Background: an optimization exercise with open tools, aiming at a short achievable clock period and few clock cycles. Do not read the settings as production practice.
Only simulation tests tie the RTL to the original design; equivalence was not proved.
Power and IR drop assume default switching activity.

==> inputs of 01-01 <==
==> flow/design.v (excerpt) <==
module rv_core (
  input  logic             clk,
  input  logic             rst_n,
  output logic [32-1:0] imem_addr,
  output logic             imem_valid,
  input  logic             imem_good,
  input  logic [32-1:0] imem_instr,
  output logic             dmem_valid,
  input  logic             dmem_good,
  output logic [32-1:0] dmem_addr,
  output logic [32-1:0] dmem_write_data
);
Settings: LEC_CHECK=0, ABC_CLOCK_PERIOD_IN_PS=2000, CAP_MARGIN=20, CORE_MARGIN=2, CORE_UTILIZATION=45, CTS_CLUSTER_DIAMETER=100, CTS_CLUSTER_SIZE=20, SETUP_SLACK_MARGIN=3.9, SLEW_MARGIN=20; clock period 6.5 ns.
run.sh (not shown) runs the stock make flow with config.mk's settings and CLKGATE_MAP_FILE= SYNTH_SCRIPT=/design/flow/synth_recipe.tcl, a recipe that flattens the netlist after the stock synthesis.
==> inputs of 10-22, as changes to 01-01 <==
--- a/flow/design.v
+++ b/flow/design.v
@@ -8,12 +8,13 @@
 `timescale 1ns/100ps
 module fetch_stage #(
   parameter int NQ = 6
 ) (
   input  logic                   clk,
   input  logic                   rst_n,
+  input  logic                   rst_q,       
   output logic [32-1:0]       imem_addr,
   output logic                   imem_valid,
   input  logic                   imem_good,
   input  logic [32-1:0]       imem_instr,
   input  logic                   pop,         
   output logic                   head_valid,
@@ -43,22 +44,24 @@
         qv_next[i] = qv[i] || (take && (i == 0 ? 1'b1 : qv[(i+NQ-1) % NQ]));
       end
     end
   end
   always_ff @(posedge clk) begin
     if (!rst_n) begin
-      pc <= '0;
       fv <= 1'b0;
       qv <= '0;
     end else begin
-      if (take) pc <= pc + 1'b1;
       qv <= qv_next;
       fv <= !qv_next[NQ-1];
     end
   end
   always_ff @(posedge clk) begin
+    if (!rst_q) pc <= '0;
+    else if (take) pc <= pc + 1'b1;
+  end
+  always_ff @(posedge clk) begin
     for (int i = 0; i < NQ; i++) begin
       if (pop) begin
         if (i + 1 < NQ && qv[(i+1) % NQ]) q[i] <= q[(i+1) % NQ];
         else if (take && qv[i])           q[i] <= imem_instr;
       end else begin
         if (take && !qv[i] && (i == 0 || qv[(i+NQ-1) % NQ])) q[i] <= imem_instr;
@@ -83,13 +86,18 @@
       head_dep <= 1'b0;
     end else begin
       head_dep <= pop && (sel_q1 ? q1_dep : in_dep);
     end
   end
   always_ff @(posedge clk) begin
-    if (h_load) begin
+    if (!rst_q) begin
+      head_oh1   <= '0;
+      head_oh2   <= '0;
+      head_store <= 1'b0;
+      head_wr    <= 1'b0;
+    end else if (h_load) begin
       head_oh1   <= sel_q1 ? q1_oh1   : in_oh1;
       head_oh2   <= sel_q1 ? q1_oh2   : in_oh2;
       head_store <= sel_q1 ? q1_store : in_store;
       head_wr    <= sel_q1 ? q1_wr    : in_wr;
     end
   end
@@ -384,12 +392,13 @@
 `timescale 1ns/100ps
 module mem_stage #(
   parameter int NS = 6
 ) (
   input  logic             clk,
   input  logic             rst_n,
+  input  logic             rst_q,           
   input  logic             issue_store,    
   output logic             no_credit,
   input  logic             push,
   input  logic [32-1:0] push_addr,
   input  logic [32-1:0] push_data,
   output logic             dmem_valid,
@@ -427,13 +436,13 @@
       sv        <= sv_next;
       credits   <= credits_next;
       no_credit <= credits_next == '0;
     end
   end
   always_ff @(posedge clk) begin
-    if (!rst_n) begin
+    if (!rst_q) begin
       sa[0] <= '0;
       sd[0] <= '0;
     end else if (done) begin
       if (sv[1]) begin
         sa[0] <= sa[1];
         sd[0] <= sd[1];
@@ -477,24 +486,26 @@
   output logic [32-1:0] dmem_write_data
 );
   logic                   head_valid, head_dep, head_store, head_wr;
   logic [32-1:0]       head_instr;
   logic [32-1:1]   head_oh1, head_oh2;
   logic                   issue, stall, no_credit;
+  logic                   rst_q;
   logic [32-1:2]       dpc;
   logic [5-1:0] rs1, rs2, rd;
   logic [32-1:0]       imm, v1, v2;
   logic use_rs1, b_rs2, use_rs2, a_pc, inv_b;
   logic sel_add, sel_slt, sel_sltu, sel_xor, sel_or, sel_and, sel_sll, sel_sr, sr_arith;
   logic                   r_wr, r_store;
   logic [5-1:0] r_rd;
   logic [32-1:1]   r_we;
   logic [32-1:0]       r_res, r_sd;
   fetch_stage u_fetch (
     .clk        (clk),
     .rst_n      (rst_n),
+    .rst_q      (rst_q),
     .imem_addr  (imem_addr),
     .imem_valid (imem_valid),
     .imem_good  (imem_good),
     .imem_instr (imem_instr),
     .pop        (issue),
     .head_valid (head_valid),
@@ -525,19 +536,20 @@
     .sel_sll   (sel_sll),
     .sel_sr    (sel_sr),
     .sr_arith  (sr_arith)
   );
   assign stall = head_dep || (head_store && no_credit);
   assign issue = head_valid && !stall;
+  always_ff @(posedge clk) rst_q <= rst_n;
   always_ff @(posedge clk) begin
-    if (!rst_n) dpc <= '0;
+    if (!rst_q) dpc <= '0;
     else if (issue) dpc <= dpc + 1'b1;
   end
   reg_file u_regs (
     .clk      (clk),
-    .rst_n    (rst_n),
+    .rst_n    (rst_q),
     .oh1      (head_oh1),
     .oh2      (head_oh2),
     .we       (r_we),
     .wd       (r_res),
     .rs1_data (v1),
     .rs2_data (v2)
@@ -576,12 +588,13 @@
     .r_store     (r_store),
     .r_sd        (r_sd)
   );
   mem_stage u_mem (
     .clk             (clk),
     .rst_n           (rst_n),
+    .rst_q           (rst_q),
     .issue_store     (issue && head_store),
     .no_credit       (no_credit),
     .push            (r_store),
     .push_addr       (r_res),
     .push_data       (r_sd),
     .dmem_valid      (dmem_valid),
==> inputs of 02-09, as changes to 01-01 <==
--- a/flow/design.v
+++ b/flow/design.v
@@ -8,12 +8,13 @@
 `timescale 1ns/100ps
 module fetch_stage #(
   parameter int NQ = 6
 ) (
   input  logic                   clk,
   input  logic                   rst_n,
+  input  logic                   rst_q,       
   output logic [32-1:0]       imem_addr,
   output logic                   imem_valid,
   input  logic                   imem_good,
   input  logic [32-1:0]       imem_instr,
   input  logic                   pop,         
   output logic                   head_valid,
@@ -43,22 +44,24 @@
         qv_next[i] = qv[i] || (take && (i == 0 ? 1'b1 : qv[(i+NQ-1) % NQ]));
       end
     end
   end
   always_ff @(posedge clk) begin
     if (!rst_n) begin
-      pc <= '0;
       fv <= 1'b0;
       qv <= '0;
     end else begin
-      if (take) pc <= pc + 1'b1;
       qv <= qv_next;
       fv <= !qv_next[NQ-1];
     end
   end
   always_ff @(posedge clk) begin
+    if (!rst_q) pc <= '0;
+    else if (take) pc <= pc + 1'b1;
+  end
+  always_ff @(posedge clk) begin
     for (int i = 0; i < NQ; i++) begin
       if (pop) begin
         if (i + 1 < NQ && qv[(i+1) % NQ]) q[i] <= q[(i+1) % NQ];
         else if (take && qv[i])           q[i] <= imem_instr;
       end else begin
         if (take && !qv[i] && (i == 0 || qv[(i+NQ-1) % NQ])) q[i] <= imem_instr;
@@ -83,13 +86,18 @@
       head_dep <= 1'b0;
     end else begin
       head_dep <= pop && (sel_q1 ? q1_dep : in_dep);
     end
   end
   always_ff @(posedge clk) begin
-    if (h_load) begin
+    if (!rst_q) begin
+      head_oh1   <= '0;
+      head_oh2   <= '0;
+      head_store <= 1'b0;
+      head_wr    <= 1'b0;
+    end else if (h_load) begin
       head_oh1   <= sel_q1 ? q1_oh1   : in_oh1;
       head_oh2   <= sel_q1 ? q1_oh2   : in_oh2;
       head_store <= sel_q1 ? q1_store : in_store;
       head_wr    <= sel_q1 ? q1_wr    : in_wr;
     end
   end
@@ -249,13 +257,14 @@
   logic [5-1:0] a_rs2, a_rd;
   logic [W-1:0]           a_imm, a_v1, a_v2;
   logic [7:0]             a_sel;
   logic                   a_f1r, a_f1r2, a_f1a, a_f2r, a_f2r2, a_f2a;
   logic                   b_wr, b_store, b_cin, b_sd_fwd, b_fill;
   logic [5-1:0] b_rd;
-  logic [W-1:0]           b_p, b_g, b_lg, b_sh, b_sd;
+  logic [W-1:0]           b_p, b_g1, b_p1, b_lg, b_sh, b_sd;
+  logic                   b_g31;
   logic [2:0]             b_sh3;
   logic [4:0]             b_sel;    
   logic                   r2_wr;
   logic [5-1:0] r2_rd;
   logic [W-1:0]           r2_res;
   logic d_f1r, d_f1r2, d_f2r, d_f2r2;
@@ -303,25 +312,31 @@
     for (int i = 0; i < W; i++) xt[i] = a_sel[6] ? fa[W-1-i] : fa[i];
   end
   assign shamt = xb[4:0];
   assign xfill = a_sel[7] && a_arith && fa[W-1];
   assign xs16  = shamt[4] ? {{16{xfill}}, xt[W-1:16]} : xt;
   assign xs8   = shamt[3] ? {{8{xfill}}, xs16[W-1:8]} : xs16;
+  logic [W-1:0] xg0, xg1, xp1;
+  assign xg0 = {xg[W-1:1], xg[0] | (xp[0] & a_inv)};
+  assign xg1 = {xg0[W-1:1] | (xp[W-1:1] & xg0[W-2:0]), xg0[0]};
+  assign xp1 = {xp[W-1:1] & xp[W-2:0], xp[0]};
   always_ff @(posedge clk) begin
     if (!rst_n) begin
       b_wr    <= 1'b0;
       b_store <= 1'b0;
     end else begin
       b_wr    <= a_wr;
       b_store <= a_store;
     end
   end
   always_ff @(posedge clk) begin
     b_rd     <= a_rd;
     b_p      <= xp;
-    b_g      <= {xg[W-1:1], xg[0] | (xp[0] & a_inv)};   
+    b_g31    <= xg[W-1];
+    b_g1     <= xg1;
+    b_p1     <= xp1;
     b_cin    <= a_inv;
     b_lg     <= ({W{a_sel[3]}} & (fa ^ xb)) | ({W{a_sel[4]}} & (fa | xb)) |
                 ({W{a_sel[5]}} & (fa & xb));
     b_sh     <= xs8;
     b_fill   <= xfill;
     b_sh3    <= shamt[2:0];
@@ -331,15 +346,15 @@
   end
   logic [W-1:0] gk [6];
   logic [W-1:0] pk [6];
   logic [W:0]   c;
   logic [W-1:0] sum, r4, r2, r1, alu, r1rev;
   logic         slt, sltu;
-  assign gk[0] = b_g;
-  assign pk[0] = b_p;
-  for (genvar k = 0; k < 5; k++) begin : g_ks
+  assign gk[1] = b_g1;
+  assign pk[1] = b_p1;
+  for (genvar k = 1; k < 5; k++) begin : g_ks
     for (genvar i = 0; i < W; i++) begin : g_bit
       if (i >= (1 << k)) begin : g_op
         assign gk[k+1][i] = gk[k][i] | (pk[k][i] & gk[k][i-(1<<k)]);
         assign pk[k+1][i] = pk[k][i] & pk[k][i-(1<<k)];
       end else begin : g_pass
         assign gk[k+1][i] = gk[k][i];
@@ -347,13 +362,13 @@
       end
     end
   end
   assign c    = {gk[5], b_cin};
   assign sum  = b_p ^ c[W-1:0];
   assign sltu = !c[W];
-  assign slt  = b_p[W-1] ? !c[W-1] : b_g[W-1];
+  assign slt  = b_p[W-1] ? !c[W-1] : b_g31;
   assign r4 = b_sh3[2] ? {{4{b_fill}}, b_sh[W-1:4]} : b_sh;
   assign r2 = b_sh3[1] ? {{2{b_fill}}, r4[W-1:2]}   : r4;
   assign r1 = b_sh3[0] ? {b_fill, r2[W-1:1]}        : r2;
   always_comb begin
     for (int i = 0; i < W; i++) r1rev[i] = r1[W-1-i];
   end
@@ -384,12 +399,13 @@
 `timescale 1ns/100ps
 module mem_stage #(
   parameter int NS = 6
 ) (
   input  logic             clk,
   input  logic             rst_n,
+  input  logic             rst_q,           
   input  logic             issue_store,    
   output logic             no_credit,
   input  logic             push,
   input  logic [32-1:0] push_addr,
   input  logic [32-1:0] push_data,
   output logic             dmem_valid,
@@ -427,13 +443,13 @@
       sv        <= sv_next;
       credits   <= credits_next;
       no_credit <= credits_next == '0;
     end
   end
   always_ff @(posedge clk) begin
-    if (!rst_n) begin
+    if (!rst_q) begin
       sa[0] <= '0;
       sd[0] <= '0;
     end else if (done) begin
       if (sv[1]) begin
         sa[0] <= sa[1];
         sd[0] <= sd[1];
@@ -477,24 +493,26 @@
   output logic [32-1:0] dmem_write_data
 );
   logic                   head_valid, head_dep, head_store, head_wr;
   logic [32-1:0]       head_instr;
   logic [32-1:1]   head_oh1, head_oh2;
   logic                   issue, stall, no_credit;
+  logic                   rst_q;
   logic [32-1:2]       dpc;
   logic [5-1:0] rs1, rs2, rd;
   logic [32-1:0]       imm, v1, v2;
   logic use_rs1, b_rs2, use_rs2, a_pc, inv_b;
   logic sel_add, sel_slt, sel_sltu, sel_xor, sel_or, sel_and, sel_sll, sel_sr, sr_arith;
   logic                   r_wr, r_store;
   logic [5-1:0] r_rd;
   logic [32-1:1]   r_we;
   logic [32-1:0]       r_res, r_sd;
   fetch_stage u_fetch (
     .clk        (clk),
     .rst_n      (rst_n),
+    .rst_q      (rst_q),
     .imem_addr  (imem_addr),
     .imem_valid (imem_valid),
     .imem_good  (imem_good),
     .imem_instr (imem_instr),
     .pop        (issue),
     .head_valid (head_valid),
@@ -525,19 +543,20 @@
     .sel_sll   (sel_sll),
     .sel_sr    (sel_sr),
     .sr_arith  (sr_arith)
   );
   assign stall = head_dep || (head_store && no_credit);
   assign issue = head_valid && !stall;
+  always_ff @(posedge clk) rst_q <= rst_n;
   always_ff @(posedge clk) begin
-    if (!rst_n) dpc <= '0;
+    if (!rst_q) dpc <= '0;
     else if (issue) dpc <= dpc + 1'b1;
   end
   reg_file u_regs (
     .clk      (clk),
-    .rst_n    (rst_n),
+    .rst_n    (rst_q),
     .oh1      (head_oh1),
     .oh2      (head_oh2),
     .we       (r_we),
     .wd       (r_res),
     .rs1_data (v1),
     .rs2_data (v2)
@@ -576,12 +595,13 @@
     .r_store     (r_store),
     .r_sd        (r_sd)
   );
   mem_stage u_mem (
     .clk             (clk),
     .rst_n           (rst_n),
+    .rst_q           (rst_q),
     .issue_store     (issue && head_store),
     .no_credit       (no_credit),
     .push            (r_store),
     .push_addr       (r_res),
     .push_data       (r_sd),
     .dmem_valid      (dmem_valid),
==> comparison table <==
Max-Slew Margin vs Limit: 10-22 11.84%; 02-09 12.21%; 01-01 14.11%
Metal2 WL: 10-22 154300 µm; 02-09 159700 µm; 01-01 152100 µm
Met3 Use GR: 10-22 11.31%; 02-09 10.96%; 01-01 11.03%
Sink of the worst hold path: 10-22 u_execute.b_rd[4]; 02-09 u_execute.b_sel[0]; 01-01 u_execute.b_sel[2]
Register-to-register setup slack: 10-22 3790 ps; 02-09 3790 ps; 01-01 3810 ps
Power in the clock group: 10-22 8.05 mW; 02-09 8.21 mW; 01-01 8.08 mW
Adder and majority gate portion of the synthesized area: 10-22 1.400%; 02-09 1.330%; 01-01 1.403%
Critical path data required time: 10-22 7220 ps; 02-09 7190 ps; 01-01 7160 ps
Stages on the worst setup path: 10-22 5; 02-09 4; 01-01 5
Pin count of the biggest net entering global routing: 10-22 237; 02-09 293; 01-01 149
Run status: 10-22 finished clean; 02-09 finished clean; 01-01 finished clean
Least setup slack across all paths after layout: 10-22 3789 ps; 02-09 3793 ps; 01-01 3807 ps
Inserted Diodes: 10-22 18; 02-09 10; 01-01 14
Minimum period implied by the final worst setup slack: 10-22 2711 ps; 02-09 2707 ps; 01-01 2693 ps
Power share of the clock group: 10-22 34.3%; 02-09 34.3%; 01-01 34.6%
Worst endpoint data arrival time: 10-22 3430 ps; 02-09 3400 ps; 01-01 3360 ps
Final std cell area, no fill: 10-22 101400 µm²; 02-09 105300 µm²; 01-01 101500 µm²
Testbench counts of 01-01, summed over its fixed seeds: cycles 12,189.
Testbench counts of 10-22, summed over its fixed seeds: cycles 12,189.
Testbench counts of 02-09, summed over its fixed seeds: cycles 12,189.

[afterwards: timing with drivers on the ports]
The results above use ideal ports. As a check the final layouts listed here were re-extracted and re-timed, cells and wires unchanged.
Step 1: set_driving_cell puts a clkbuf_16 on clk and a buf_2 on each other input, an assumption about the parent block.
Step 2 also shifts input and output timing later by t, the mid clock arrival at the registers, as if the neighbouring blocks saw the same clock.
Three values: ideal, step 1, step 2; two values: the first two.
| run | t (ns) | setup slack, ns | worst hold slack (ns) | worst setup path after step 2 |
|---|---|---|---|---|
| 01-01 | 0.917 | 3.807 / 3.790 / 3.035 | 0.327 / 0.327 / 0.327 | input to register |
| 10-22 | 0.905 | 3.789 / 3.754 / 3.041 | 0.320 / 0.320 / 0.320 | input to register |
| 02-09 | 0.928 | 3.793 / 3.753 / 3.097 | 0.319 / 0.319 / 0.319 | input to register |
After both steps every run listed still meets setup and hold. The setup slack of 01-01, which loses most, moves by -0.017 ns with the drivers and by -0.772 ns with both steps.
